From an optimization exercise on the open Yosys and OpenROAD flow, aimed at small area, a short achievable clock period and few clock cycles per item; shortcuts taken in it are not production practice. Only simulation tests tie the RTL to the original design; equivalence was not proved.

<file path="flow/run.sh">
#!/bin/bash
# synth_recipe.tcl (not shown) runs the flow's synth.tcl, then flattens the netlist and writes it again
# the make line also repeats each setting of config.mk as NAME=value (left out here)
make -C /OpenROAD-flow-scripts/flow DESIGN_CONFIG=/design/flow/config.mk WORK_HOME=/design/flow/orfs CLKGATE_MAP_FILE= SYNTH_SCRIPT=/design/flow/synth_recipe.tcl finish
</file>
<file path="flow/config.mk">
export PLATFORM = sky130hd
export DESIGN_NAME = minimal_standard_lcg_sampler
export DESIGN_NICKNAME = minimal_standard_lcg_sampler
export VERILOG_FILES = /design/flow/design.v
export SDC_FILE = /design/flow/constraint.sdc
export NUM_CORES = 4
export LEC_CHECK = 0
export ABC_AREA = 1
export CAP_MARGIN = 20
export CORE_MARGIN = 2
export CORE_UTILIZATION = 55
export CTS_CLUSTER_DIAMETER = 100
export CTS_CLUSTER_SIZE = 22
export SETUP_SLACK_MARGIN = 3.5
export SLEW_MARGIN = 20
</file>
<file path="flow/constraint.sdc">
create_clock -name core_clock -period 8.0 [get_ports {aclk}]
set_input_delay 1.6000 -clock core_clock [delete_from_list [all_inputs] [get_ports {aclk}]]
set_output_delay 1.6000 -clock core_clock [all_outputs]
set_load 0.01 [all_outputs]
</file>
<file path="flow/design.v">
package mlcg_pkg;
    localparam int unsigned VAL_W = 31;
    localparam int unsigned CNT_W = 4;
    localparam int unsigned MAX_CATEGORIES = 8;
    localparam logic [1:0] FUNC_UNIFORM = 2'd0;
    localparam logic [1:0] FUNC_CATEG = 2'd1;
    localparam logic [1:0] FUNC_BERN = 2'd2;
    localparam logic [1:0] FUNC_LOAD = 2'd3;
    localparam logic [1:0] REG_SEED = 2'd0;
    localparam logic [1:0] REG_THRESH = 2'd1;
    localparam logic [1:0] REG_COUNT = 2'd2;
endpackage
module mlcg_wram (
    input  logic              aclk,
    input  logic              aresetn,
    input  logic              we,
    input  logic [2:0]        waddr,
    input  logic [30:0]       wdata,
    output logic [4*31-1:0]   we_flat,
    output logic [4*32-1:0]   u_flat
);
    logic [30:0] w_even [4];
    logic [31:0] u_pair [4];
    logic [1:0]  j;
    logic        odd;
    logic [31:0] opa, opb, cs_s, cs_m, cs_c, u_new;
    logic        ld_pend;
    logic [2:0]  ld_idx;
    logic [30:0] ld_val;
    always_ff @(posedge aclk) begin
        if (!aresetn) begin
            ld_pend <= 1'b0;
        end else begin
            ld_pend <= we;
        end
        ld_idx <= waddr;
        ld_val <= wdata;
    end
    assign j   = ld_idx[2:1];
    assign odd = ld_idx[0];
    assign opa   = odd ? {1'b0, w_even[j]} : u_pair[j];
    assign opb   = odd ? 32'd0 : ~{1'b0, w_even[j]};
    assign cs_s  = {1'b0, ld_val} ^ opa ^ opb;
    assign cs_m  = ({1'b0, ld_val} & opa) | ({1'b0, ld_val} & opb) | (opa & opb);
    assign cs_c  = {cs_m[30:0], !odd};
    assign u_new = cs_s + cs_c;
    for (genvar k = 0; k < 4; k++) begin : g_pair
        always_ff @(posedge aclk) begin
            if (ld_pend && j == 2'(k)) begin
                u_pair[k] <= u_new;
                if (!odd) begin
                    w_even[k] <= ld_val;
                end
            end
        end
        assign we_flat[31*k +: 31] = w_even[k];
        assign u_flat[32*k +: 32]  = u_pair[k];
    end
endmodule
module mlcg_step (
    input  logic [30:0] x,
    output logic [30:0] y
);
    logic [30:0] t0, t1, t2, t3, t4, t5;
    logic [30:0] s1, c1, s2, c2, s3, c3, s4, c4;
    logic [30:0] m1, m2, m3, m4;
    assign t0 = {x[16:0], x[30:17]};
    assign t1 = {x[21:0], x[30:22]};
    assign t2 = ~{x[23:0], x[30:24]};
    assign t3 = {x[25:0], x[30:26]};
    assign t4 = {x[27:0], x[30:28]};
    assign t5 = ~x;
    assign s1 = t0 ^ t1 ^ t2;
    assign m1 = (t0 & t1) | (t0 & t2) | (t1 & t2);
    assign c1 = {m1[29:0], m1[30]};
    assign s2 = t3 ^ t4 ^ t5;
    assign m2 = (t3 & t4) | (t3 & t5) | (t4 & t5);
    assign c2 = {m2[29:0], m2[30]};
    assign s3 = s1 ^ c1 ^ s2;
    assign m3 = (s1 & c1) | (s1 & s2) | (c1 & s2);
    assign c3 = {m3[29:0], m3[30]};
    assign s4 = s3 ^ c3 ^ c2;
    assign m4 = (s3 & c3) | (s3 & c2) | (c3 & c2);
    assign c4 = {m4[29:0], m4[30]};
    logic [30:0] gp [6];
    logic [30:0] pp [6];
    logic [30:0] cy;
    always_comb begin
        gp[0] = s4 & c4;
        pp[0] = s4 ^ c4;
        for (int l = 0; l < 5; l++) begin
            for (int i = 0; i < 31; i++) begin
                gp[l+1][i] = gp[l][i] | (pp[l][i] & gp[l][(i + 31 - (1 << l)) % 31]);
                pp[l+1][i] = pp[l][i] & pp[l][(i + 31 - (1 << l)) % 31];
            end
        end
        for (int i = 0; i < 31; i++) begin
            cy[i] = gp[5][(i + 30) % 31] | pp[5][(i + 30) % 31];
        end
    end
    assign y = pp[0] ^ cy;
endmodule
module mlcg_catsel (
    input  logic [30:0]      x,
    input  logic [4*31-1:0]  we_flat,
    input  logic [4*32-1:0]  u_flat,
    input  logic [3:0]       count,
    output logic [3:0]       cat
);
    logic [32:0] nx;
    logic [32:0] wz [4];
    logic [32:0] uz [4];
    logic [32:0] es [3:8];
    logic [32:0] ec [3:8];
    logic [32:0] em [3:8];
    logic [32:0] esum [3:8];
    logic [8:1]  neg, lt;
    logic [3:0]  n;
    assign n  = (count > 4'd8) ? 4'd8 : count;
    assign nx = ~{2'b00, x};
    always_comb begin
        for (int k = 0; k < 4; k++) begin
            wz[k] = {2'b00, we_flat[31*k +: 31]};
            uz[k] = {1'b0, u_flat[32*k +: 32]};
        end
        es[3] = uz[0] ^ nx ^ wz[1];
        em[3] = (uz[0] & nx) | (uz[0] & wz[1]) | (nx & wz[1]);
        ec[3] = {em[3][31:0], 1'b1};
        es[4] = uz[0] ^ nx ^ uz[1];
        em[4] = (uz[0] & nx) | (uz[0] & uz[1]) | (nx & uz[1]);
        ec[4] = {em[4][31:0], 1'b1};
        for (int k = 5; k <= 8; k++) begin
            es[k] = es[2*((k-1)/2)] ^ ec[2*((k-1)/2)] ^ ((k % 2) ? wz[(k-1)/2] : uz[(k-1)/2]);
            em[k] = (es[2*((k-1)/2)] & ec[2*((k-1)/2)])
                  | (es[2*((k-1)/2)] & ((k % 2) ? wz[(k-1)/2] : uz[(k-1)/2]))
                  | (ec[2*((k-1)/2)] & ((k % 2) ? wz[(k-1)/2] : uz[(k-1)/2]));
            ec[k] = {em[k][31:0], 1'b0};
        end
        neg[1] = we_flat[30:0] < x;
        neg[2] = u_flat[31:0] < {1'b0, x};
        for (int k = 3; k <= 8; k++) begin
            esum[k] = es[k] + ec[k];
            neg[k]  = esum[k][32];
        end
        lt[1] = neg[1] && (n > 4'd0);
        for (int k = 2; k <= 8; k++) begin
            lt[k] = lt[k-1] && neg[k] && (n >= 4'(k));
        end
        cat = 4'd1;
        for (int k = 1; k <= 8; k++) begin
            if (lt[k]) cat = 4'(k + 1);
        end
    end
endmodule
module minimal_standard_lcg_sampler (
    input  logic                        aclk,
    input  logic                        aresetn,
    input  logic                        psel,
    input  logic                        penable,
    input  logic                        pwrite,
    input  logic [3:0]                  paddr,
    input  logic [31:0]                 pwdata,
    output logic [31:0]                 prdata,
    output logic                        pready,
    input  logic                        s_valid,
    output logic                        s_ready,
    input  logic [1:0]                  s_func,
    input  logic [2:0]                  s_entry_index,
    input  logic [mlcg_pkg::VAL_W-1:0]  s_weight_value,
    output logic                        m_valid,
    input  logic                        m_ready,
    output logic [mlcg_pkg::VAL_W-1:0]  m_random_value,
    output logic [3:0]                  m_category,
    output logic                        m_flag
);
    logic [30:0]     seed_reg, thresh_reg;
    logic [3:0]      count_reg;
    logic            cfg_we, seed_we;
    logic [1:0]      reg_idx;
    logic [30:0]     x_reg, x_step, m_value_reg;
    logic            b_valid;
    logic [1:0]      b_func;
    logic            m_valid_reg, m_flag_reg;
    logic [3:0]      m_cat_reg, cat;
    logic            adv, accept, step, load;
    logic [4*31-1:0] we_flat;
    logic [4*32-1:0] u_flat;
    assign pready  = 1'b1;
    assign reg_idx = paddr[3:2];
    assign cfg_we  = psel && penable && pwrite;
    assign seed_we = cfg_we && (reg_idx == mlcg_pkg::REG_SEED);
    always_ff @(posedge aclk) begin
        if (!aresetn) begin
            seed_reg   <= 31'd1;
            thresh_reg <= '0;
            count_reg  <= '0;
        end else if (cfg_we) begin
            case (reg_idx)
                mlcg_pkg::REG_SEED:   seed_reg   <= pwdata[30:0];
                mlcg_pkg::REG_THRESH: thresh_reg <= pwdata[30:0];
                mlcg_pkg::REG_COUNT:  count_reg  <= pwdata[3:0];
                default: ;
            endcase
        end
    end
    always_comb begin
        case (reg_idx)
            mlcg_pkg::REG_SEED:   prdata = {1'b0, seed_reg};
            mlcg_pkg::REG_THRESH: prdata = {1'b0, thresh_reg};
            mlcg_pkg::REG_COUNT:  prdata = {28'd0, count_reg};
            default:              prdata = '0;
        endcase
    end
    assign adv     = !m_valid_reg || m_ready;
    assign s_ready = !b_valid || adv;
    assign accept  = s_valid && s_ready;
    assign step    = accept && (s_func != mlcg_pkg::FUNC_LOAD);
    assign load    = accept && (s_func == mlcg_pkg::FUNC_LOAD);
    mlcg_step u_step (
        .x (x_reg),
        .y (x_step)
    );
    always_ff @(posedge aclk) begin
        if (!aresetn) begin
            x_reg <= 31'd1;
        end else if (seed_we) begin
            x_reg <= pwdata[30:0];
        end else if (step) begin
            x_reg <= x_step;
        end
    end
    mlcg_wram u_wram (
        .aclk   (aclk),
        .aresetn(aresetn),
        .we     (load),
        .waddr  (s_entry_index),
        .wdata  (s_weight_value),
        .we_flat(we_flat),
        .u_flat (u_flat)
    );
    mlcg_catsel u_cat (
        .x      (x_reg),
        .we_flat(we_flat),
        .u_flat (u_flat),
        .count  (count_reg),
        .cat    (cat)
    );
    always_ff @(posedge aclk) begin
        if (!aresetn) begin
            b_valid     <= 1'b0;
            m_valid_reg <= 1'b0;
        end else begin
            if (s_ready) begin
                b_valid <= s_valid;
            end
            if (adv) begin
                m_valid_reg <= b_valid;
            end
        end
        if (s_ready) begin
            b_func <= s_func;
        end
        if (adv && b_valid) begin
            m_value_reg <= x_reg;
            m_cat_reg   <= (b_func == mlcg_pkg::FUNC_CATEG) ? cat : 4'd0;
            m_flag_reg  <= (b_func == mlcg_pkg::FUNC_BERN) && (x_reg <= thresh_reg);
        end
    end
    assign m_valid        = m_valid_reg;
    assign m_random_value = m_value_reg;
    assign m_category     = m_cat_reg;
    assign m_flag         = m_flag_reg;
endmodule
</file>
==> results of run 1 <==
-- logic make-up (layout without fill, tap and decap cells) --
group | after synthesis | count (layout) | synth area share
buffers and inverters | 751 | 1038 | 0.0835
other | 2 | 2 | 0.000221
AOI/OAI and AO/OA | 761 | 761 | 0.127
DFF | 424 | 424 | 0.335
and+or+nand+nor | 1003 | 1003 | 0.118
xor gates and xnor gates | 42 | 42 | 0.0108
adders and majority gates | 679 | 679 | 0.325
-- final cells by class --
| type | instances | area (um2) |
|---|---|---|
| sequential | 424 | 11400 |
| multi-input combinational | 2487 | 21000 |
| tap | 790 | 988 |
| timing repair inverter | 2 | 16.3 |
| fill | 5014 | 21400 |
| inverter | 677 | 2680 |
| clock inverter | 9 | 115 |
| clock buffer | 38 | 748 |
| timing repair buffer | 312 | 3060 |
-- worst max-delay path: stages, from the launching register on --
cell and delay (ns):
sky130_fd_sc_hd__dfxtp_1 0.43, sky130_fd_sc_hd__buf_4 0.32, sky130_fd_sc_hd__fa_1 0.50, sky130_fd_sc_hd__fa_1 0.53, sky130_fd_sc_hd__fa_1 0.57, sky130_fd_sc_hd__inv_1 0.07
sky130_fd_sc_hd__ha_4 0.29, sky130_fd_sc_hd__nand2_1 0.07, sky130_fd_sc_hd__nand2_1 0.12, sky130_fd_sc_hd__inv_1 0.08, sky130_fd_sc_hd__nor2_1 0.04, sky130_fd_sc_hd__nor2_2 0.18
sky130_fd_sc_hd__o21ai_2 0.12, sky130_fd_sc_hd__o21bai_2 0.24, sky130_fd_sc_hd__nor2_4 0.19, sky130_fd_sc_hd__o21ai_4 0.10, sky130_fd_sc_hd__a21oi_1 0.13, sky130_fd_sc_hd__o21ai_0 0.13
sky130_fd_sc_hd__a31oi_1 0.21
-- through the flow --
step / utilization / setup WS [ns]
after floorplan: - / 4.12
after global placement: 0.597 / 2.34
after detailed placement: 0.597 / 2.32
after CTS: 0.632 / 3.47
after global routing: 0.652 / 3.38
final: 0.652 / 3.57
-- metal layers --
layer | GRT usage | up-vias
li1 | - | 12588
met1 | 0.495 | 13775
met2 | 0.580 | 1266
met3 | 0.0633 | 242
met4 | 0.158 | 0
met5 | 0 | -
-- final timing paths --
| kind | startpoint | endpoint |
|---|---|---|
| setup / recovery | x_reg[12] | x_reg[11] |
| hold / removal | seed_reg[5] | seed_reg[5] |
| setup reg to reg | x_reg[12] | x_reg[11] |
| hold reg to reg | seed_reg[5] | seed_reg[5] |
-- placed cells by master (no fill, tap or decap), types with 42 or more instances in the layout --
| master | count |
|---|---|
| sky130_fd_sc_hd__nor2_1 | 193 |
| sky130_fd_sc_hd__edfxtp_1 | 290 |
| sky130_fd_sc_hd__clkdlybuf4s50_1 | 111 |
| sky130_fd_sc_hd__a31oi_1 | 42 |
| sky130_fd_sc_hd__buf_4 | 135 |
| sky130_fd_sc_hd__ha_1 | 308 |
| sky130_fd_sc_hd__o21ai_1 | 52 |
| sky130_fd_sc_hd__fa_1 | 337 |
| sky130_fd_sc_hd__o21ai_0 | 177 |
| sky130_fd_sc_hd__inv_1 | 634 |
| sky130_fd_sc_hd__nand2_1 | 611 |
| sky130_fd_sc_hd__dfxtp_1 | 114 |
| sky130_fd_sc_hd__a21oi_1 | 274 |
| sky130_fd_sc_hd__nor2_2 | 42 |
-- repair_timing --
item                                    CTS  global route
pin swaps                                 9            41
hold buffers                              0             0
gates cloned                              2             3
gates resized for setup                 299           231
endpoints found under the setup margin  166           134
setup buffers                            62            47
==> implementation parameters, run 1 <==
Parameter                              Value

Outcome
  Result of the run ... no timing/DRC/antenna violations

Critical path
  Data arrival at the endpoint of the critical path ... 4.94 ns
  Setup CP Type ... reg2reg
  Crit path required time ... 8.52 ns
  Worst setup slack for register-to-register paths ... 3.57 ns
  Number of cell instances on the worst register-to-register path ... 18
  Worst setup SP type ... flip-flop
  Kind of capture point of the worst setup path ... flip-flop
  Worst-path maximum fanout ... 7

Clock tree
  TritonCTS Buffers ... 26
  Max Buffers Root-to-Sink ... 3
  Clock slew at reported path FFs ... 0.10 ns
  Clock tree from TritonCTS ... done
  Depth of the CTS H-tree ... 1
  CTS Root Cell ... sky130_fd_sc_hd__clkbuf_16
  Number of sinks handled by clock tree synthesis ... 424
  Source-to-sink clock delay at the later pin of the worst-skew pair ... 0.62 ns

Timing
  Hold violation count in the final report ... 0
  Total negative setup slack ... 0 ns
  Unrepaired setup endpoints after global routing ... yes
  Final max-slew violation count ... 0
  Fraction of the cycle the final worst path needs ... 0.553
  Final count of negative-setup-slack endpoints ... 0
  Smallest hold slack ... 0.467 ns
  Max Clock Freq ... 226 MHz
  Final clock skew ... 0.0289 ns
  Slew HR ... 0.331
  Slew at the pin closest to its max-slew limit ... 1.00 ns
  Shortest period the worst path allows ... 4.43 ns

Detailed routing
  Wire length on met3 ... 9690 um
  1st-iter DRT viols ... 2671
  Routed wirelength normalized by instance count ... 24.8 um
  Top layer in use ... met4
  Total Routed Length ... 117000 um
  DRC Markers ... 0
  Total vias in the final route ... 27871
  Count of TritonRoute iterations in the first routing pass ... 6
  Post-route ant nets ... 0
  Detailed route wirelength on metal2 ... 53400 um
  Post-detailed-route via-to-cell ratio ... 5.88
  Met1 Routed Length ... 48600 um

Logic synthesis
  Most instantiated library cell after synthesis ... sky130_fd_sc_hd__inv_1
  Proportion of register bits with asynchronous set or reset after synthesis ... 0
  Synthesized net count ... 4420
  Proportion of synthesized chip area in sequential cells ... 0.335
  Warnings, synthesis ... 14
  Main synth FF type ... sky130_fd_sc_hd__edfxtp_1
  Number of flops mapped to enable cells by yosys ... 290
  Yosys reg bits ... 424
  Mapped Area ... 0.0340 mm2
  Area leader, netlist ... sky130_fd_sc_hd__edfxtp_1
  Top cell type's share of synthesized area ... 0.256
  Most area-consuming cells after synthesis ... sky130_fd_sc_hd__edfxtp_1 (26%), sky130_fd_sc_hd__fa_1 (20%), sky130_fd_sc_hd__ha_1 (12%)
  Post-synthesis instance total ... 3662
  Synth cell types ... 55
  Most frequent cells after synthesis ... sky130_fd_sc_hd__inv_1 (671), sky130_fd_sc_hd__nand2_1 (630), sky130_fd_sc_hd__fa_1 (340), sky130_fd_sc_hd__ha_1 (339), sky130_fd_sc_hd__a21oi_1 (320)
  Average cell area after synthesis ... 9.28 um2

Min path
  Depth of the worst hold-timing path ... 2
  Type of the most critical hold path ... reg2reg

Placement
  Placer Congestion ... 1.04
  Number of buffers added on ports ... 144
  Cells after DPL ... 4578
  Post-placement cell area ... 0.0366 mm2
  Final HPWL from detailed placement ... 90500 um

GRT
  Global-route wire length before repair ... 171000 um
  Vias in the first global route ... 28086
  Pin count of the biggest net entering global routing ... 52
  Total routing usage reported by global routing ... 0.365
  Antenna violations before repair ... 0
  Gr ovfl total ... 0

Floorplanning
  Vertical die dimension ... 253 um
  Initial Util ... 0.554
  Number of top-level design ports ... 150
  Placement row count ... 91
  Placeable core area ... 0.0614 mm2
  Area of the die ... 0.0638 mm2
  Die outline width ... 253 um

Layout
  Reg with most FFs ... u_wram.u_pair
  Biggest regs ... u_wram.u_pair: 128 flops, u_wram.w_even: 124 flops
  Flip-flop count of the largest register after layout ... 128
  Fraction of layout cells with a size suffix above 1 ... 0.139
  Synthesis-to-finish area growth ... 17.7%
  Diodes inserted ... 0
  Filler-free cell count of the finished design ... 4739
  Layout Nets ... 4688
  Post-route cell area ... 0.0400 mm2

Run
  Max Cap Violations ... 0
Testbench counts, summed over its fixed seeds: cycles 16,064, items 16,000.
==> run 2: changes to the inputs <==
--- a/flow/config.mk
+++ b/flow/config.mk
@@ -13,3 +13,4 @@
 export CTS_CLUSTER_SIZE = 22
 export SETUP_SLACK_MARGIN = 3.5
 export SLEW_MARGIN = 20
+export TNS_END_PERCENT = 10
==> run 2 against run 1 <==
  * Sequential share of layout area is essentially flat
  * Hold slack gained 0.00094 ns
  * Core utilization is essentially flat
  * Critical path type is now in2out
  * Wire length shrank 0.45%
==> implementation parameters, run 2 <==
Parameter                              Value

Outcome
  Result of the run ... no timing/DRC/antenna violations (unchanged)

Critical path
  Critical path's most frequent cell ... sky130_fd_sc_hd__dlygate4sd2_1 (was sky130_fd_sc_hd__fa_1)
  Data arrival at the endpoint of the critical path ... 2.89 ns (was 4.94 ns)
  Worst-path maximum fanout ... 16 (was 7)
  Slowest cell on crit path ... sky130_fd_sc_hd__dlygate4sd2_1 (was sky130_fd_sc_hd__fa_1)
  Critical path, cell by cell ... dlygate4sd2_1 > nor2_4 > buf_12 > inv_1 > o221ai_1 > dlygate4sd2_1 (was buf_4 > fa_1 > fa_1 > fa_1 > inv_1 > ha_4 > nand2_1 > nand2_1 > inv_1 > nor2_1 > nor2_2 > o21ai_2 > o21bai_2 > nor2_4 > o21ai_4 > a21oi_1 > o21ai_0 > a31oi_1)
  Critical Path Source ... paddr[3] (was x_reg[12])
  Worst setup SP type ... input pin (was flip-flop)
  Crit path required time ... 6.40 ns (was 8.52 ns)
  Worst setup slack for register-to-register paths ... 3.53 ns (was 3.57 ns)
  Delay of the slowest critical-path stage ... 0.31 ns (was 0.57 ns)
  Setup CP Type ... in2out (was reg2reg)
  Kind of capture point of the worst setup path ... primary output (was flip-flop)
  Buffers & Inverters on Critical Path ... 4 (was 3)
  Reg2reg start ... x_reg[2] (was x_reg[12])
  Family of cells with the greatest summed delay on the critical path ... buffers and inverters (was adder cells)

Logic synthesis
  Synth cell types ... 55 (unchanged)
  Proportion of register bits with asynchronous set or reset after synthesis ... 0 (unchanged)
  Most frequent cells after synthesis ... sky130_fd_sc_hd__inv_1 (671), sky130_fd_sc_hd__nand2_1 (630), sky130_fd_sc_hd__fa_1 (340), sky130_fd_sc_hd__ha_1 (339), sky130_fd_sc_hd__a21oi_1 (320) (unchanged)
  Synthesized net count ... 4420 (unchanged)
  Proportion of synthesized chip area in sequential cells ... 0.335 (unchanged)
  Mapped Area ... 0.0340 mm2 (unchanged)
  Yosys reg bits ... 424 (unchanged)
  Area leader, netlist ... sky130_fd_sc_hd__edfxtp_1 (unchanged)
  Main synth FF type ... sky130_fd_sc_hd__edfxtp_1 (unchanged)
  Warnings, synthesis ... 14 (unchanged)
  Number of flops mapped to enable cells by yosys ... 290 (unchanged)
  Average cell area after synthesis ... 9.28 um2 (unchanged)
  Post-synthesis instance total ... 3662 (unchanged)
  Most area-consuming cells after synthesis ... sky130_fd_sc_hd__edfxtp_1 (26%), sky130_fd_sc_hd__fa_1 (20%), sky130_fd_sc_hd__ha_1 (12%) (unchanged)
  Top cell type's share of synthesized area ... 0.256 (unchanged)
  Most instantiated library cell after synthesis ... sky130_fd_sc_hd__inv_1 (unchanged)

GRT
  Vias in the first global route ... 27750 (was 28086)
  Total routing usage reported by global routing ... 0.363 (was 0.365)
  Gr ovfl total ... 0 (unchanged)
  Pin count of the biggest net entering global routing ... 52 (unchanged)
  Global-route wire length before repair ... 170000 um (was 171000 um)
  Antenna violations before repair ... 0 (unchanged)

Detailed routing
  1st-iter DRT viols ... 2712 (was 2671)
  Total Routed Length ... 117000 um (about the same)
  Routed wirelength normalized by instance count ... 24.6 um (was 24.8 um)
  Post-route ant nets ... 0 (unchanged)
  Count of TritonRoute iterations in the first routing pass ... 5 (was 6)
  Total vias in the final route ... 27814 (was 27871)
  DRC Markers ... 0 (unchanged)
  Post-detailed-route via-to-cell ratio ... 5.87 (was 5.88)

Layout
  Commonest cells after routing, fill and taps aside ... sky130_fd_sc_hd__inv_1 (633), sky130_fd_sc_hd__nand2_1 (609), sky130_fd_sc_hd__fa_1 (335), sky130_fd_sc_hd__ha_1 (306), sky130_fd_sc_hd__edfxtp_1 (290) (was sky130_fd_sc_hd__inv_1 (634), sky130_fd_sc_hd__nand2_1 (611), sky130_fd_sc_hd__fa_1 (337), sky130_fd_sc_hd__ha_1 (308), sky130_fd_sc_hd__edfxtp_1 (290))
  Layout Nets ... 4691 (was 4688)
  Post-route cell area ... 0.0400 mm2 (about the same)
  Flip-flop count of the largest register after layout ... 128 (unchanged)
  Fraction of layout cells with a size suffix above 1 ... 0.138 (was 0.139)
  Filler Cell Count ... 5021 (was 5014)
  Biggest regs ... u_wram.u_pair: 128 flops, u_wram.w_even: 124 flops (unchanged)
  Diodes inserted ... 0 (unchanged)
  Final design utilization ... 0.652 (about the same)
  Most frequent standard cell in the layout excluding fill and tap cells ... sky130_fd_sc_hd__inv_1 (unchanged)
  Reg with most FFs ... u_wram.u_pair (unchanged)
  Synthesis-to-finish area growth ... 17.7% (about the same)

Run
  Max Cap Violations ... 0 (unchanged)

Clock tree
  Max Buffers Root-to-Sink ... 3 (unchanged)
  Depth of the CTS H-tree ... 1 (unchanged)
  Clock slew at reported path FFs ... 0.09 ns (was 0.10 ns)
  Number of sinks handled by clock tree synthesis ... 424 (unchanged)
  CTS Root Cell ... sky130_fd_sc_hd__clkbuf_16 (unchanged)
  Clock tree from TritonCTS ... done (unchanged)
  Source-to-sink clock delay at the later pin of the worst-skew pair ... 0.62 ns (about the same)
  TritonCTS Buffers ... 26 (unchanged)

Floorplanning
  Die outline width ... 253 um (unchanged)
  Initial Util ... 0.554 (unchanged)
  Placeable core area ... 0.0614 mm2 (unchanged)
  Number of top-level design ports ... 150 (unchanged)
  Area of the die ... 0.0638 mm2 (unchanged)
  Vertical die dimension ... 253 um (unchanged)
  Placement row count ... 91 (unchanged)

Timing
  Final clock skew ... 0.0304 ns (was 0.0289 ns)
  Unrepaired setup endpoints after global routing ... yes (unchanged)
  Slew HR ... 0.333 (was 0.331)
  Final max-slew violation count ... 0 (unchanged)
  Slew at the pin closest to its max-slew limit ... 0.999 ns (was 1.00 ns)
  Max Clock Freq ... 223 MHz (was 226 MHz)
  Total negative setup slack ... 0 ns (unchanged)
  Final count of negative-setup-slack endpoints ... 0 (unchanged)
  Fraction of the cycle the final worst path needs ... 0.561 (was 0.553)
  Hold violation count in the final report ... 0 (unchanged)
  Shortest period the worst path allows ... 4.49 ns (was 4.43 ns)

Placement
  Final HPWL from detailed placement ... 90500 um (unchanged)
  Number of buffers added on ports ... 144 (unchanged)
  Post-placement cell area ... 0.0366 mm2 (unchanged)
  Placer Congestion ... 1.04 (unchanged)

Min path
  Type of the most critical hold path ... reg2reg (unchanged)
  Hold Startpoint ... seed_reg[21] (was seed_reg[5])
==> run 2: cell types whose count changed in the layout (fill, tap and decap cells not counted), moves of 3 or more <==
cell	previous run	this run
sky130_fd_sc_hd__clkbuf_2	6	1
sky130_fd_sc_hd__clkdlybuf4s15_1	1	5
sky130_fd_sc_hd__buf_4	135	138
sky130_fd_sc_hd__ha_2	8	11
==> run 2: area by class of cell <==
cell class                      count  area, um2  share of cell area
Multi-Input combinational cell   2487      20900               0.524
Sequential cell                   424      11400               0.286
Timing Repair Buffer              315       3080              0.0771
Inverter                          677       2680              0.0669
Tap cell                          790        988              0.0247
Clock buffer                       38        748              0.0187
Clock inverter                      9        115             0.00288
Timing Repair inverter              2       16.3            0.000407
==> run 2: layer usage <==
layer	vias up	GRT usage	wire, um
met3	237	0.0665	10100
li1	12588	-	-
met2	1299	0.581	53200
met1	13690	0.489	47800
met4	0	0.146	5710
met5	-	0	0
==> run 2: cell families after synthesis <==
family | share of synthesized area
and+or+nand+nor | 0.118
AOI/OAI and AO/OA | 0.127
buffers and inverters | 0.0835
adders and majority gates | 0.325
DFF | 0.335
xor gates and xnor gates | 0.0108
other | 0.000221
==> run 2: worst paths after layout <==
kind,end,cells after the start
hold reg to reg,seed_reg[21],2
setup / recovery,prdata[0],6
hold / removal,seed_reg[21],2
setup reg to reg,x_reg[14],19
==> run 2: metrics by stage <==
step                      std cells  hold WS (ns)  setup slack (ns)
after global routing           4742         0.483              3.41
after detailed placement       4578         0.452              2.32
final                          4742         0.468              3.51
after floorplan                3662         0.441              4.12
after CTS                      4651         0.467              3.30
after global placement         4577         0.448              2.34
==> run 2: timing repair <==
action	4_1_cts	5_1_grt
hold buffers	0	0
setup buffers	24	88
pin swaps	3	50
gates resized for setup	173	345
endpoints found under the setup margin	166	134
gates cloned	2	3
==> run 2: tightest hold or removal path, delay by kind of cell (launching register included) <==
family	cells	cell delay [ns]
DFF	1	0.32
AOI/OAI and AO/OA	1	0.05
and+or+nand+nor	1	0.06
==> run 3: changes to the inputs <==
--- a/flow/config.mk
+++ b/flow/config.mk
@@ -11,6 +11,5 @@
 export CORE_UTILIZATION = 55
 export CTS_CLUSTER_DIAMETER = 100
 export CTS_CLUSTER_SIZE = 22
-export SETUP_SLACK_MARGIN = 3.5
+export SETUP_SLACK_MARGIN = 3.75
 export SLEW_MARGIN = 20
-export TNS_END_PERCENT = 10
==> run 3 against run 2 <==
  * Final area up 6.1%
  * Wire length up 4.9%
  * First-iteration DRC count up 7.3%
  * Cell count up 2.4%
  * Still clean on timing, DRC and antenna
  * Critical path depth up 12
  * Clock skew about the same
  * Synthesized cell count unchanged
  * Register-to-register slack better by 0.12 ns
  * Global-route usage up 1.7 points
  * Core utilization up 4.0 points
==> implementation parameters, run 3 <==
Parameter                              Value

Detailed routing
  Total vias in the final route ... 28789 (was 27814)
  Met1 Routed Length ... 48400 um (was 47800 um)
  Total Routed Length ... 123000 um (was 117000 um)
  Top layer in use ... met4 (unchanged)
  Post-route ant nets ... 0 (unchanged)
  Wire length on met3 ... 11600 um (was 10100 um)
  Detailed route wirelength on metal2 ... 55700 um (was 53200 um)
  Post-detailed-route via-to-cell ratio ... 5.93 (was 5.87)
  DRC Markers ... 0 (unchanged)
  Routed wirelength normalized by instance count ... 25.2 um (was 24.6 um)
  Count of TritonRoute iterations in the first routing pass ... 7 (was 5)
  1st-iter DRT viols ... 2910 (was 2712)

Critical path
  Worst setup slack for register-to-register paths ... 3.65 ns (was 3.53 ns)
  Kind of capture point of the worst setup path ... flip-flop (was primary output)
  Worst setup SP type ... flip-flop (was input pin)
  Setup CP Type ... reg2reg (was in2out)
  Data arrival at the endpoint of the critical path ... 4.88 ns (was 2.89 ns)
  Crit path required time ... 8.53 ns (was 6.40 ns)
  Reg2reg start ... x_reg[1] (was x_reg[2])
  Worst-path maximum fanout ... 4 (was 16)
  Number of cell instances on the worst register-to-register path ... 18 (was 19)
  Capturing point of the worst reg2reg path ... x_reg[11] (was x_reg[14])

Layout
  Reg with most FFs ... u_wram.u_pair (unchanged)
  Synthesis-to-finish area growth ... 24.9% (was 17.7%)
  Fraction of layout cells with a size suffix above 1 ... 0.223 (was 0.138)
  Biggest regs ... u_wram.u_pair: 128 flops, u_wram.w_even: 124 flops (unchanged)
  Layout Nets ... 4806 (was 4691)
  Most frequent standard cell in the layout excluding fill and tap cells ... sky130_fd_sc_hd__inv_1 (unchanged)
  Flip-flop count of the largest register after layout ... 128 (unchanged)
  Final design utilization ... 0.692 (was 0.652)
  Commonest cells after routing, fill and taps aside ... sky130_fd_sc_hd__inv_1 (590), sky130_fd_sc_hd__nand2_1 (582), sky130_fd_sc_hd__fa_1 (312), sky130_fd_sc_hd__edfxtp_1 (290), sky130_fd_sc_hd__ha_1 (289) (was sky130_fd_sc_hd__inv_1 (633), sky130_fd_sc_hd__nand2_1 (609), sky130_fd_sc_hd__fa_1 (335), sky130_fd_sc_hd__ha_1 (306), sky130_fd_sc_hd__edfxtp_1 (290))

Timing
  Final count of negative-setup-slack endpoints ... 0 (unchanged)
  Max Clock Freq ... 230 MHz (was 223 MHz)
  Unrepaired setup endpoints after global routing ... yes (unchanged)
  Fraction of the cycle the final worst path needs ... 0.544 (was 0.561)
  Hold violation count in the final report ... 0 (unchanged)
  Shortest period the worst path allows ... 4.35 ns (was 4.49 ns)
  Slew at the pin closest to its max-slew limit ... 0.979 ns (was 0.999 ns)
  Total negative setup slack ... 0 ns (unchanged)
  Slew HR ... 0.347 (was 0.333)
  Final clock skew ... 0.0302 ns (was 0.0304 ns)
  Final max-slew violation count ... 0 (unchanged)

Clock tree
  Clock tree from TritonCTS ... done (unchanged)
  TritonCTS Buffers ... 26 (unchanged)
  Number of sinks handled by clock tree synthesis ... 424 (unchanged)
  Clock slew at reported path FFs ... 0.10 ns (was 0.09 ns)
  CTS Root Cell ... sky130_fd_sc_hd__clkbuf_16 (unchanged)
  Source-to-sink clock delay at the later pin of the worst-skew pair ... 0.62 ns (about the same)
  Depth of the CTS H-tree ... 1 (unchanged)
  Max Buffers Root-to-Sink ... 3 (unchanged)

Min path
  Depth of the worst hold-timing path ... 2 (unchanged)
  Worst hold endpoint ... seed_reg[5] (was seed_reg[21])
  Type of the most critical hold path ... reg2reg (unchanged)
  Hold Startpoint ... seed_reg[5] (was seed_reg[21])

Logic synthesis
  Post-synthesis compound-gate area fraction ... 0.127 (unchanged)
  Most instantiated library cell after synthesis ... sky130_fd_sc_hd__inv_1 (unchanged)
  Mapped Area ... 0.0340 mm2 (unchanged)
  Post-synthesis instance total ... 3662 (unchanged)
  Main synth FF type ... sky130_fd_sc_hd__edfxtp_1 (unchanged)
  Most area-consuming cells after synthesis ... sky130_fd_sc_hd__edfxtp_1 (26%), sky130_fd_sc_hd__fa_1 (20%), sky130_fd_sc_hd__ha_1 (12%) (unchanged)
  Parity-gate share of the synthesized area counting xor and xnor cells ... 0.0108 (unchanged)
  Number of flops mapped to enable cells by yosys ... 290 (unchanged)
  Dominant combinational cell family by area after synthesis ... adder cells (unchanged)
  Proportion of register bits with asynchronous set or reset after synthesis ... 0 (unchanged)
  Adder and majority gate portion of the synthesized area ... 0.325 (unchanged)
  Mux share of post-synthesis cell area ... 0 (unchanged)
  Top cell type's share of synthesized area ... 0.256 (unchanged)
  Yosys reg bits ... 424 (unchanged)
  Warnings, synthesis ... 14 (unchanged)
  Synth cell types ... 55 (unchanged)
  Area leader, netlist ... sky130_fd_sc_hd__edfxtp_1 (unchanged)
  Most frequent cells after synthesis ... sky130_fd_sc_hd__inv_1 (671), sky130_fd_sc_hd__nand2_1 (630), sky130_fd_sc_hd__fa_1 (340), sky130_fd_sc_hd__ha_1 (339), sky130_fd_sc_hd__a21oi_1 (320) (unchanged)
  Proportion of synthesized chip area in sequential cells ... 0.335 (unchanged)
  Average cell area after synthesis ... 9.28 um2 (unchanged)
  Post-synthesis simple-gate area fraction ... 0.118 (unchanged)
  Synthesized net count ... 4420 (unchanged)

Floorplanning
  Die outline width ... 253 um (unchanged)
  Placement row count ... 91 (unchanged)
  Vertical die dimension ... 253 um (unchanged)
  Area of the die ... 0.0638 mm2 (unchanged)
  Placeable core area ... 0.0614 mm2 (unchanged)
  Initial Util ... 0.554 (unchanged)
  Number of top-level design ports ... 150 (unchanged)

GRT
  Gr ovfl total ... 0 (unchanged)
  Total routing usage reported by global routing ... 0.379 (was 0.363)
  Global-route wire length before repair ... 177000 um (was 170000 um)
  Antenna violations before repair ... 0 (unchanged)
  Pin count of the biggest net entering global routing ... 52 (unchanged)
  Vias in the first global route ... 28926 (was 27750)

Outcome
  Result of the run ... no timing/DRC/antenna violations (unchanged)

Run
  Max Cap Violations ... 0 (unchanged)

Placement
  Number of buffers added on ports ... 144 (unchanged)
  Final HPWL from detailed placement ... 90500 um (unchanged)
  Placer Congestion ... 1.04 (unchanged)
[run 3: cell counts after synthesis]
No cell type changed its count.
[run 3: kinds of logic after synthesis]
logic type / count (synthesis)
compound gates: 761
xor+xnor: 42
fa+ha+maj: 679
buf+inv: 751
flops: 424
other cells: 2
simple gates: 1003
[run 3: critical path, stage by stage (launching register included)]
cell	delay (ns)
sky130_fd_sc_hd__dfxtp_2	0.36
sky130_fd_sc_hd__buf_12	0.13
sky130_fd_sc_hd__clkinvlp_4	0.13
sky130_fd_sc_hd__buf_4	0.16
sky130_fd_sc_hd__fa_1	0.50
sky130_fd_sc_hd__fa_1	0.53
sky130_fd_sc_hd__fa_1	0.55
sky130_fd_sc_hd__inv_1	0.07
sky130_fd_sc_hd__ha_4	0.28
sky130_fd_sc_hd__nand2_1	0.07
sky130_fd_sc_hd__nand2_1	0.12
sky130_fd_sc_hd__a21oi_2	0.21
sky130_fd_sc_hd__a21boi_4	0.24
sky130_fd_sc_hd__o21bai_4	0.11
sky130_fd_sc_hd__nor2_4	0.23
sky130_fd_sc_hd__o21ai_4	0.12
sky130_fd_sc_hd__a21oi_1	0.14
sky130_fd_sc_hd__o21ai_1	0.11
sky130_fd_sc_hd__a31oi_1	0.21
[run 3: worst max-delay path by stage]
stage	start	endpoint	slack, ns	depth (start not counted)
CTS	x_reg[22]	x_reg[24]	3.69	18
global route	u_wram.ld_idx[2]	u_wram.u_pair[0][25]	3.53	22
finish	x_reg[1]	x_reg[11]	3.65	18
detailed placement	u_wram.ld_idx[1]	u_wram.u_pair[2][31]	2.32	19
floorplan	u_wram.ld_idx[1]	u_wram.u_pair[0][30]	4.12	25
global placement	x_reg[0]	x_reg[18]	2.34	17
[run 3: what timing repair did]
item / 4_1_cts / 5_1_grt
hold buffers: 0 / 0
pin swaps: 67 / 159
endpoints found under the hold margin: 0 / 0
gates resized for setup: 591 / 396
buffers inserted: 137 / 87
endpoints found under the setup margin: 179 / 143
gates cloned: 6 / 2
[run 3: final cells by class]
class | instances | area (um2)
Tap cell | 790 | 988
Clock inverter | 9 | 115
Clock buffer | 38 | 748
Inverter | 677 | 2690
Antenna cell | 1 | 2.50
Sequential cell | 424 | 11400
Multi-Input combinational cell | 2487 | 22300
Timing Repair Buffer | 430 | 4170
Fill cell | 4665 | 18900
Timing Repair inverter | 2 | 18.8
[run 3: metal layers]
metal | track usage | vias up
li1 | - | 12820
met1 | 0.504 | 14184
met2 | 0.601 | 1456
met3 | 0.0791 | 329
met4 | 0.170 | 0
met5 | 0 | -
[run 3: stage by stage]
stage / setup WS (ns) / instances / hold slack (ns) / cell area [um2]
5_1_grt: 3.53 / 4857 / 0.483 / 42400
2_1_floorplan: 4.12 / 3662 / 0.441 / 34000
6_report: 3.65 / 4858 / 0.466 / 42400
3_5_place_dp: 2.32 / 4578 / 0.452 / 36600
4_1_cts: 3.69 / 4768 / 0.467 / 40400
3_3_place_gp: 2.34 / 4577 / 0.448 / 36600
==> run 4: changes to the inputs <==
--- a/flow/config.mk
+++ b/flow/config.mk
@@ -8,8 +8,8 @@
 export ABC_AREA = 1
 export CAP_MARGIN = 20
 export CORE_MARGIN = 2
-export CORE_UTILIZATION = 55
+export CORE_UTILIZATION = 62
 export CTS_CLUSTER_DIAMETER = 100
 export CTS_CLUSTER_SIZE = 22
-export SETUP_SLACK_MARGIN = 3.75
+export SETUP_SLACK_MARGIN = 3.5
 export SLEW_MARGIN = 20
==> run 4 against run 3 <==
  * Via count increased by 1.0%
  * Clock skew grew 0.0070 ns
  * Global-route usage increased by 2.3 points
  * Highest routed layer is now met5
  * Sequential share of layout area increased by 1.3 points
  * Largest cell class unchanged
  * Setup slack worse by 0.56 ns
  * First-iteration DRC count up 12%
==> implementation parameters, run 4 <==
Parameter                              Value

Timing
  Total negative setup slack ... 0 ns (unchanged)
  Smallest hold slack ... 0.467 ns (was 0.466 ns)
  Final clock skew ... 0.0372 ns (was 0.0302 ns)
  Max Clock Freq ... 204 MHz (was 230 MHz)
  Fraction of the cycle the final worst path needs ... 0.614 (was 0.544)
  Slew at the pin closest to its max-slew limit ... 0.978 ns (was 0.979 ns)
  Hold violation count in the final report ... 0 (unchanged)
  Shortest period the worst path allows ... 4.91 ns (was 4.35 ns)
  Worst Slack Setup Final ... 3.09 ns (was 3.65 ns)
  Slew HR ... 0.347 (about the same)
  Unrepaired setup endpoints after global routing ... yes (unchanged)
  Final max-slew violation count ... 0 (unchanged)
  Final count of negative-setup-slack endpoints ... 0 (unchanged)

Clock tree
  Hold_buf cts ... 0 (unchanged)
  Depth of the CTS H-tree ... 1 (unchanged)
  Number of sinks handled by clock tree synthesis ... 424 (unchanged)
  Max Buffers Root-to-Sink ... 3 (unchanged)
  TritonCTS Buffers ... 25 (was 26)
  Source-to-sink clock delay at the later pin of the worst-skew pair ... 0.63 ns (was 0.62 ns)
  Clock tree from TritonCTS ... done (unchanged)
  CTS Root Cell ... sky130_fd_sc_hd__clkbuf_16 (unchanged)
  Clock slew at reported path FFs ... 0.09 ns (was 0.10 ns)

Floorplanning
  Number of top-level design ports ... 150 (unchanged)
  Placeable core area ... 0.0540 mm2 (was 0.0614 mm2)
  Initial Util ... 0.629 (was 0.554)
  Area of the die ... 0.0567 mm2 (was 0.0638 mm2)
  Vertical die dimension ... 238 um (was 253 um)
  Placement row count ... 85 (was 91)
  Die outline width ... 238 um (was 253 um)

Logic synthesis
  Warnings, synthesis ... 14 (unchanged)
  Synth cell types ... 55 (unchanged)
  Most area-consuming cells after synthesis ... sky130_fd_sc_hd__edfxtp_1 (26%), sky130_fd_sc_hd__fa_1 (20%), sky130_fd_sc_hd__ha_1 (12%) (unchanged)
  Proportion of synthesized chip area in sequential cells ... 0.335 (unchanged)
  Number of flops mapped to enable cells by yosys ... 290 (unchanged)
  Synthesized net count ... 4420 (unchanged)
  Proportion of register bits with asynchronous set or reset after synthesis ... 0 (unchanged)
  Yosys reg bits ... 424 (unchanged)
  Main synth FF type ... sky130_fd_sc_hd__edfxtp_1 (unchanged)
  Top cell type's share of synthesized area ... 0.256 (unchanged)
  Post-synthesis instance total ... 3662 (unchanged)
  Average cell area after synthesis ... 9.28 um2 (unchanged)
  Area leader, netlist ... sky130_fd_sc_hd__edfxtp_1 (unchanged)
  Most frequent cells after synthesis ... sky130_fd_sc_hd__inv_1 (671), sky130_fd_sc_hd__nand2_1 (630), sky130_fd_sc_hd__fa_1 (340), sky130_fd_sc_hd__ha_1 (339), sky130_fd_sc_hd__a21oi_1 (320) (unchanged)
  Mapped Area ... 0.0340 mm2 (unchanged)
  Most instantiated library cell after synthesis ... sky130_fd_sc_hd__inv_1 (unchanged)

Critical path
  Setup CP Type ... reg2reg (unchanged)
  Kind of capture point of the worst setup path ... flip-flop (unchanged)
  Reg2reg start ... u_wram.ld_idx[2] (was x_reg[1])
  Data arrival at the endpoint of the critical path ... 5.35 ns (was 4.88 ns)
  Critical path destination ... u_wram.u_pair[1][31] (was x_reg[11])
  Slowest cell on crit path ... sky130_fd_sc_hd__a221oi_1 (was sky130_fd_sc_hd__fa_1)
  Delay of the slowest critical-path stage ... 0.71 ns (was 0.55 ns)
  Critical path, cell by cell ... buf_4 > nor2_4 > inv_4 > clkbuf_16 > nor2_1 > a221oi_1 > o211ai_1 > nand2_1 > fa_1 > inv_1 > ha_1 > a21oi_1 > nor2_1 > nor2_1 > o21ai_1 > nand2_1 > nand3_2 > nand2_1 > o211ai_2 > a21oi_4 > xor2_2 (was buf_12 > clkinvlp_4 > buf_4 > fa_1 > fa_1 > fa_1 > inv_1 > ha_4 > nand2_1 > nand2_1 > a21oi_2 > a21boi_4 > o21bai_4 > nor2_4 > o21ai_4 > a21oi_1 > o21ai_1 > a31oi_1)
  Worst-path maximum fanout ... 21 (was 4)
  Worst setup SP type ... flip-flop (unchanged)
  Worst setup slack for register-to-register paths ... 3.09 ns (was 3.65 ns)
  Crit path required time ... 8.44 ns (was 8.53 ns)
  Critical Path Source ... u_wram.ld_idx[2] (was x_reg[1])
  Number of cell instances on the worst register-to-register path ... 21 (was 18)
  Capturing point of the worst reg2reg path ... u_wram.u_pair[1][31] (was x_reg[11])

Detailed routing
  Post-route ant nets ... 0 (unchanged)
  Count of TritonRoute iterations in the first routing pass ... 8 (was 7)
  Routed wirelength normalized by instance count ... 25.1 um (was 25.2 um)
  Total Routed Length ... 118000 um (was 123000 um)
  1st-iter DRT viols ... 3245 (was 2910)
  Post-detailed-route via-to-cell ratio ... 6.20 (was 5.93)
  Total vias in the final route ... 29081 (was 28789)
  DRC Markers ... 0 (unchanged)

GRT
  Antenna violations before repair ... 1 (was 0)
  Total routing usage reported by global routing ... 0.403 (was 0.379)
  Pin count of the biggest net entering global routing ... 63 (was 52)
  Gr ovfl total ... 0 (unchanged)
  Global-route wire length before repair ... 170000 um (was 177000 um)
  Vias in the first global route ... 28702 (was 28926)

Layout
  Biggest regs ... u_wram.u_pair: 128 flops, u_wram.w_even: 124 flops (unchanged)
  Final design utilization ... 0.749 (was 0.692)
  Diodes inserted ... 0 (was 1)
  Filler-free cell count of the finished design ... 4691 (was 4858)
  Commonest cells after routing, fill and taps aside ... sky130_fd_sc_hd__inv_1 (626), sky130_fd_sc_hd__nand2_1 (601), sky130_fd_sc_hd__fa_1 (335), sky130_fd_sc_hd__ha_1 (307), sky130_fd_sc_hd__edfxtp_1 (290) (was sky130_fd_sc_hd__inv_1 (590), sky130_fd_sc_hd__nand2_1 (582), sky130_fd_sc_hd__fa_1 (312), sky130_fd_sc_hd__edfxtp_1 (290), sky130_fd_sc_hd__ha_1 (289))
  Filler Cell Count ... 3659 (was 4665)
  Most frequent standard cell in the layout excluding fill and tap cells ... sky130_fd_sc_hd__inv_1 (unchanged)
  Layout Nets ... 4735 (was 4806)
  Synthesis-to-finish area growth ... 19.1% (was 24.9%)
  Flip-flop count of the largest register after layout ... 128 (unchanged)
  Reg with most FFs ... u_wram.u_pair (unchanged)
  Fraction of layout cells with a size suffix above 1 ... 0.164 (was 0.223)

Placement
  Placer Congestion ... 1.07 (was 1.04)
  Final HPWL from detailed placement ... 86000 um (was 90500 um)
  Worst slack at placement ... 2.40 ns (was 2.32 ns)
  Cells after DPL ... 4476 (was 4578)
  Number of buffers added on ports ... 144 (unchanged)

Run
  Max Cap Violations ... 0 (unchanged)

Outcome
  Result of the run ... no timing/DRC/antenna violations (unchanged)

Min path
  Type of the most critical hold path ... reg2reg (unchanged)
run 4: per-stage QoR:
stage / cell area [um2]
2_1_floorplan: 34000
3_3_place_gp: 36400
3_5_place_dp: 36400
4_1_cts: 38700
5_1_grt: 40500
6_report: 40500
run 4: worst min-delay path by stage:
stage	endpoint	startpoint	slack, ns	depth (start not counted)
final	seed_reg[1]	seed_reg[1]	0.47	2
after global routing	seed_reg[1]	seed_reg[1]	0.49	2
after CTS	seed_reg[10]	seed_reg[10]	0.47	2
after detailed placement	seed_reg[10]	seed_reg[10]	0.45	2
after global placement	seed_reg[16]	seed_reg[16]	0.45	2
after floorplan	seed_reg[10]	seed_reg[10]	0.44	2
run 4: layer usage:
layer  part of all wire  up-vias  GRT usage
li1                   -    12672          -
met1               0.37    14021      0.539
met2               0.45     1924      0.646
met3               0.10      462     0.0539
met4              0.071        2      0.209
met5            0.00011        -          0
run 4: kinds of logic after synthesis:
family | Yosys count | share of synthesized area
AO/OA/AOI/OAI | 761 | 0.127
adder cells (fa/ha/maj) | 679 | 0.325
buffers and inverters | 751 | 0.0835
other | 2 | 0.000221
AND/OR/NAND/NOR | 1003 | 0.118
XOR/XNOR | 42 | 0.0108
flip-flops | 424 | 0.335
run 4: what timing repair did:
action	CTS	global route
gates resized for setup	380	275
setup buffers	77	87
pin swaps	16	67
gates cloned	3	3
setup endpoints to repair	166	112
run 4: critical path: cells and delay by family, from the launching register on:
family	cells	cell delay [ns]
and+or+nand+nor	8	0.89
DFF	1	0.44
AOI/OAI and AO/OA	6	1.71
adders and majority gates	2	0.73
xor gates and xnor gates	1	0.25
buffers and inverters	4	0.66
run 4: final cells by class:
type / instances / area, um2 / share of cell area
clock buffers: 36 / 688 / 0.0170
inverters: 677 / 2680 / 0.0663
flip-flops and latches: 424 / 11500 / 0.283
well taps: 696 / 871 / 0.0215
multi-input cells: 2487 / 21200 / 0.523
clock inverters: 9 / 153 / 0.00377
repair buffers: 361 / 3440 / 0.0849
repair inverters: 1 / 7.51 / 0.000185
==> run 5: changes to the inputs <==
--- a/flow/config.mk
+++ b/flow/config.mk
@@ -8,7 +8,7 @@
 export ABC_AREA = 1
 export CAP_MARGIN = 20
 export CORE_MARGIN = 2
-export CORE_UTILIZATION = 62
+export CORE_UTILIZATION = 48
 export CTS_CLUSTER_DIAMETER = 100
 export CTS_CLUSTER_SIZE = 22
 export SETUP_SLACK_MARGIN = 3.5
==> run 5 against run 4 <==
  * Synthesized cell count is the same
  * Core utilization shrank 17 points
  * Clock skew shrank 0.010 ns
  * Global-route usage shrank 9.3 points
  * Critical path type unchanged
==> implementation parameters, run 5 <==
Parameter                              Value

Outcome
  Result of the run ... no timing/DRC/antenna violations (unchanged)

Logic synthesis
  Proportion of register bits with asynchronous set or reset after synthesis ... 0 (unchanged)
  Most frequent cells after synthesis ... sky130_fd_sc_hd__inv_1 (671), sky130_fd_sc_hd__nand2_1 (630), sky130_fd_sc_hd__fa_1 (340), sky130_fd_sc_hd__ha_1 (339), sky130_fd_sc_hd__a21oi_1 (320) (unchanged)
  Area leader, netlist ... sky130_fd_sc_hd__edfxtp_1 (unchanged)
  Most instantiated library cell after synthesis ... sky130_fd_sc_hd__inv_1 (unchanged)
  Synth cell types ... 55 (unchanged)
  Synthesized net count ... 4420 (unchanged)
  Main synth FF type ... sky130_fd_sc_hd__edfxtp_1 (unchanged)
  Most area-consuming cells after synthesis ... sky130_fd_sc_hd__edfxtp_1 (26%), sky130_fd_sc_hd__fa_1 (20%), sky130_fd_sc_hd__ha_1 (12%) (unchanged)
  Warnings, synthesis ... 14 (unchanged)
  Proportion of synthesized chip area in sequential cells ... 0.335 (unchanged)
  Top cell type's share of synthesized area ... 0.256 (unchanged)
  Post-synthesis instance total ... 3662 (unchanged)
  Number of flops mapped to enable cells by yosys ... 290 (unchanged)
  Average cell area after synthesis ... 9.28 um2 (unchanged)
  Yosys reg bits ... 424 (unchanged)
  Mapped Area ... 0.0340 mm2 (unchanged)

Layout
  Most frequent standard cell in the layout excluding fill and tap cells ... sky130_fd_sc_hd__inv_1 (unchanged)
  Reg with most FFs ... u_wram.u_pair (unchanged)
  Diodes inserted ... 0 (unchanged)
  Filler-free cell count of the finished design ... 4902 (was 4691)
  Flip-flop count of the largest register after layout ... 128 (unchanged)
  Filler Cell Count ... 6286 (was 3659)
  Fraction of layout cells with a size suffix above 1 ... 0.157 (was 0.164)
  Commonest cells after routing, fill and taps aside ... sky130_fd_sc_hd__inv_1 (629), sky130_fd_sc_hd__nand2_1 (602), sky130_fd_sc_hd__fa_1 (336), sky130_fd_sc_hd__ha_1 (308), sky130_fd_sc_hd__edfxtp_1 (290) (was sky130_fd_sc_hd__inv_1 (626), sky130_fd_sc_hd__nand2_1 (601), sky130_fd_sc_hd__fa_1 (335), sky130_fd_sc_hd__ha_1 (307), sky130_fd_sc_hd__edfxtp_1 (290))
  Final design utilization ... 0.579 (was 0.749)
  Synthesis-to-finish area growth ... 19.4% (was 19.1%)
  Layout Nets ... 4700 (was 4735)
  Biggest regs ... u_wram.u_pair: 128 flops, u_wram.w_even: 124 flops (unchanged)

Detailed routing
  Total Routed Length ... 115000 um (was 118000 um)
  Total vias in the final route ... 26964 (was 29081)
  1st-iter DRT viols ... 2007 (was 3245)
  Routed wirelength normalized by instance count ... 23.4 um (was 25.1 um)
  Post-detailed-route via-to-cell ratio ... 5.50 (was 6.20)
  DRC Markers ... 0 (unchanged)
  Post-route ant nets ... 0 (unchanged)
  Count of TritonRoute iterations in the first routing pass ... 8 (unchanged)

Clock tree
  CTS Root Cell ... sky130_fd_sc_hd__clkbuf_16 (unchanged)
  TritonCTS Buffers ... 26 (was 25)
  Clock tree from TritonCTS ... done (unchanged)
  Clock slew at reported path FFs ... 0.09 ns (about the same)
  Source-to-sink clock delay at the later pin of the worst-skew pair ... 0.62 ns (was 0.63 ns)
  Hold_buf cts ... 0 (unchanged)
  Depth of the CTS H-tree ... 1 (unchanged)
  Max Buffers Root-to-Sink ... 3 (unchanged)
  Number of sinks handled by clock tree synthesis ... 424 (unchanged)

Critical path
  Setup CP Type ... reg2reg (unchanged)
  Worst setup SP type ... flip-flop (unchanged)
  Kind of capture point of the worst setup path ... flip-flop (unchanged)
  Family of cells with the greatest summed delay on the critical path ... adder cells (was compound AO/OA/AOI/OAI gates)
  Delay of the slowest critical-path stage ... 0.56 ns (was 0.71 ns)
  Data arrival at the endpoint of the critical path ... 4.94 ns (was 5.35 ns)
  Critical path, cell by cell ... clkinvlp_4 > buf_4 > fa_1 > fa_1 > inv_1 > fa_1 > ha_4 > nand2_1 > nor2_2 > inv_1 > nor2_1 > inv_1 > nor2_2 > nor3_2 > a21oi_4 > a21oi_1 > o21ai_1 > a31oi_1 (was buf_4 > nor2_4 > inv_4 > clkbuf_16 > nor2_1 > a221oi_1 > o211ai_1 > nand2_1 > fa_1 > inv_1 > ha_1 > a21oi_1 > nor2_1 > nor2_1 > o21ai_1 > nand2_1 > nand3_2 > nand2_1 > o211ai_2 > a21oi_4 > xor2_2)
  Crit path required time ... 8.48 ns (was 8.44 ns)
  Worst-path maximum fanout ... 6 (was 21)
  Slowest cell on crit path ... sky130_fd_sc_hd__fa_1 (was sky130_fd_sc_hd__a221oi_1)
  Buffers & Inverters on Critical Path ... 5 (was 4)

Timing
  Hold violation count in the final report ... 0 (unchanged)
  Final clock skew ... 0.0272 ns (was 0.0372 ns)
  Max Clock Freq ... 224 MHz (was 204 MHz)
  Total negative setup slack ... 0 ns (unchanged)
  Fraction of the cycle the final worst path needs ... 0.558 (was 0.614)
  Final max-slew violation count ... 0 (unchanged)
  Final count of negative-setup-slack endpoints ... 0 (unchanged)
  Unrepaired setup endpoints after global routing ... yes (unchanged)
  Shortest period the worst path allows ... 4.46 ns (was 4.91 ns)
  Slew HR ... 0.350 (was 0.347)
  Slew at the pin closest to its max-slew limit ... 0.974 ns (was 0.978 ns)

Run
  Max Cap Violations ... 0 (unchanged)

GRT
  Pin count of the biggest net entering global routing ... 55 (was 63)
  Antenna violations before repair ... 1 (unchanged)
  Total routing usage reported by global routing ... 0.309 (was 0.403)
  Gr ovfl total ... 0 (unchanged)
  Vias in the first global route ... 26587 (was 28702)
  Global-route wire length before repair ... 168000 um (was 170000 um)

Floorplanning
  Placement row count ... 97 (was 85)
  Placeable core area ... 0.0700 mm2 (was 0.0540 mm2)
  Area of the die ... 0.0729 mm2 (was 0.0567 mm2)
  Number of top-level design ports ... 150 (unchanged)
  Initial Util ... 0.485 (was 0.629)
  Vertical die dimension ... 270 um (was 238 um)
  Die outline width ... 270 um (was 238 um)

Min path
  Type of the most critical hold path ... reg2reg (unchanged)

Placement
  Placer Congestion ... 1.01 (was 1.07)
  Number of buffers added on ports ... 144 (unchanged)
  Final HPWL from detailed placement ... 88100 um (was 86000 um)
  Cells after DPL ... 4721 (was 4476)
run 5: cell counts after synthesis:
Identical to the previous run, type by type.
run 5: routing by layer:
layer  wire length (um)  global-route usage
met5                  0                   0
met4               4760               0.105
met3               7490              0.0355
met2              53600               0.510
met1              49000               0.425
run 5: timing repair:
| action | in CTS | in global routing |
|---|---|---|
| setup endpoints to repair | 166 | 123 |
| pin swaps | 12 | 55 |
| gates cloned | 2 | 4 |
| gates resized for setup | 336 | 317 |
| setup buffers | 60 | 67 |
run 5: final timing paths:
kind,start,cells after the start,slack (ns),endpoint
worst max-delay path,x_reg[11],18,3.54,x_reg[29]
worst min-delay path,seed_reg[18],2,0.47,seed_reg[18]
worst min register to register,seed_reg[18],2,0.47,seed_reg[18]
worst max register to register,x_reg[11],18,3.54,x_reg[29]
run 5: cell families after synthesis:
logic type               share of synthesized area
buffers and inverters                       0.0835
AO/OA/AOI/OAI                                0.127
AND/OR/NAND/NOR                              0.118
XOR/XNOR                                    0.0108
flip-flops                                   0.335
other                                     0.000221
adder cells (fa/ha/maj)                      0.325
run 5: cell type report:
| class | count | area (um2) | area share |
|---|---|---|---|
| clock buffers | 38 | 748 | 0.0184 |
| well taps | 940 | 1180 | 0.0290 |
| flip-flops and latches | 424 | 11400 | 0.282 |
| multi-input cells | 2487 | 21300 | 0.525 |
| clock inverters | 10 | 95.1 | 0.00234 |
| repair buffers | 324 | 3110 | 0.0768 |
| repair inverters | 2 | 18.8 | 0.000463 |
| inverters | 677 | 2680 | 0.0661 |
run 5: worst reg2reg max path: stages, from the launching register on:
cell	delay, ns
sky130_fd_sc_hd__dfxtp_4	0.44
sky130_fd_sc_hd__clkinvlp_4	0.19
sky130_fd_sc_hd__buf_4	0.19
sky130_fd_sc_hd__fa_1	0.50
sky130_fd_sc_hd__fa_1	0.56
sky130_fd_sc_hd__inv_1	0.06
sky130_fd_sc_hd__fa_1	0.53
sky130_fd_sc_hd__ha_4	0.36
sky130_fd_sc_hd__nand2_1	0.13
sky130_fd_sc_hd__nor2_2	0.18
sky130_fd_sc_hd__inv_1	0.13
sky130_fd_sc_hd__nor2_1	0.15
sky130_fd_sc_hd__inv_1	0.08
sky130_fd_sc_hd__nor2_2	0.16
sky130_fd_sc_hd__nor3_2	0.07
sky130_fd_sc_hd__a21oi_4	0.21
sky130_fd_sc_hd__a21oi_1	0.08
sky130_fd_sc_hd__o21ai_1	0.20
sky130_fd_sc_hd__a31oi_1	0.11
run 5: through the flow:
| step | worst slack, ns | hold slack (ns) | area, um2 |
|---|---|---|---|
| 4_1_cts | 3.47 | 0.467 | 38800 |
| 3_5_place_dp | 2.31 | 0.436 | 36800 |
| 6_report | 3.54 | 0.467 | 40600 |
| 3_3_place_gp | 2.35 | 0.439 | 36800 |
| 2_1_floorplan | 4.12 | 0.441 | 34000 |
| 5_1_grt | 3.40 | 0.478 | 40600 |

==> afterwards: timing with drivers on the ports <==
The results above use ideal ports. As a check the final layouts listed here were re-extracted and re-timed, cells and wires unchanged. Step 1 assumes that a clkbuf_16 drives the clock port and a buf_2 every other input. Step 2 moves the port delays by t, midway between the first and last clock arrival at a register: inputs arrive t later, outputs are due t later. That takes back most of the time a late clock gives input paths. Three values: ideal ports, drivers, drivers and shift; two values: the first two.
run | shift t [ns] | setup WS [ns] | clock arrival spread, ns | pins driven straight from the clock port
run 1 | 0.673 | 3.572 / 3.559 / 3.559 | 0.034 / 0.034 | 1
run 2 | 0.676 | 3.512 / 3.490 / 3.490 | 0.036 / 0.036 | 1
run 3 | 0.678 | 3.648 / 3.648 / 3.648 | 0.035 / 0.035 | 1
run 4 | 0.665 | 3.089 / 3.089 / 3.089 | 0.057 / 0.057 | 1
run 5 | 0.677 | 3.537 / 3.496 / 3.496 | 0.035 / 0.034 | 1
After both steps setup and hold are still met in every run listed. The setup slack of run 5, which loses most, moves by -0.041 ns with the drivers and by -0.041 ns with both steps.
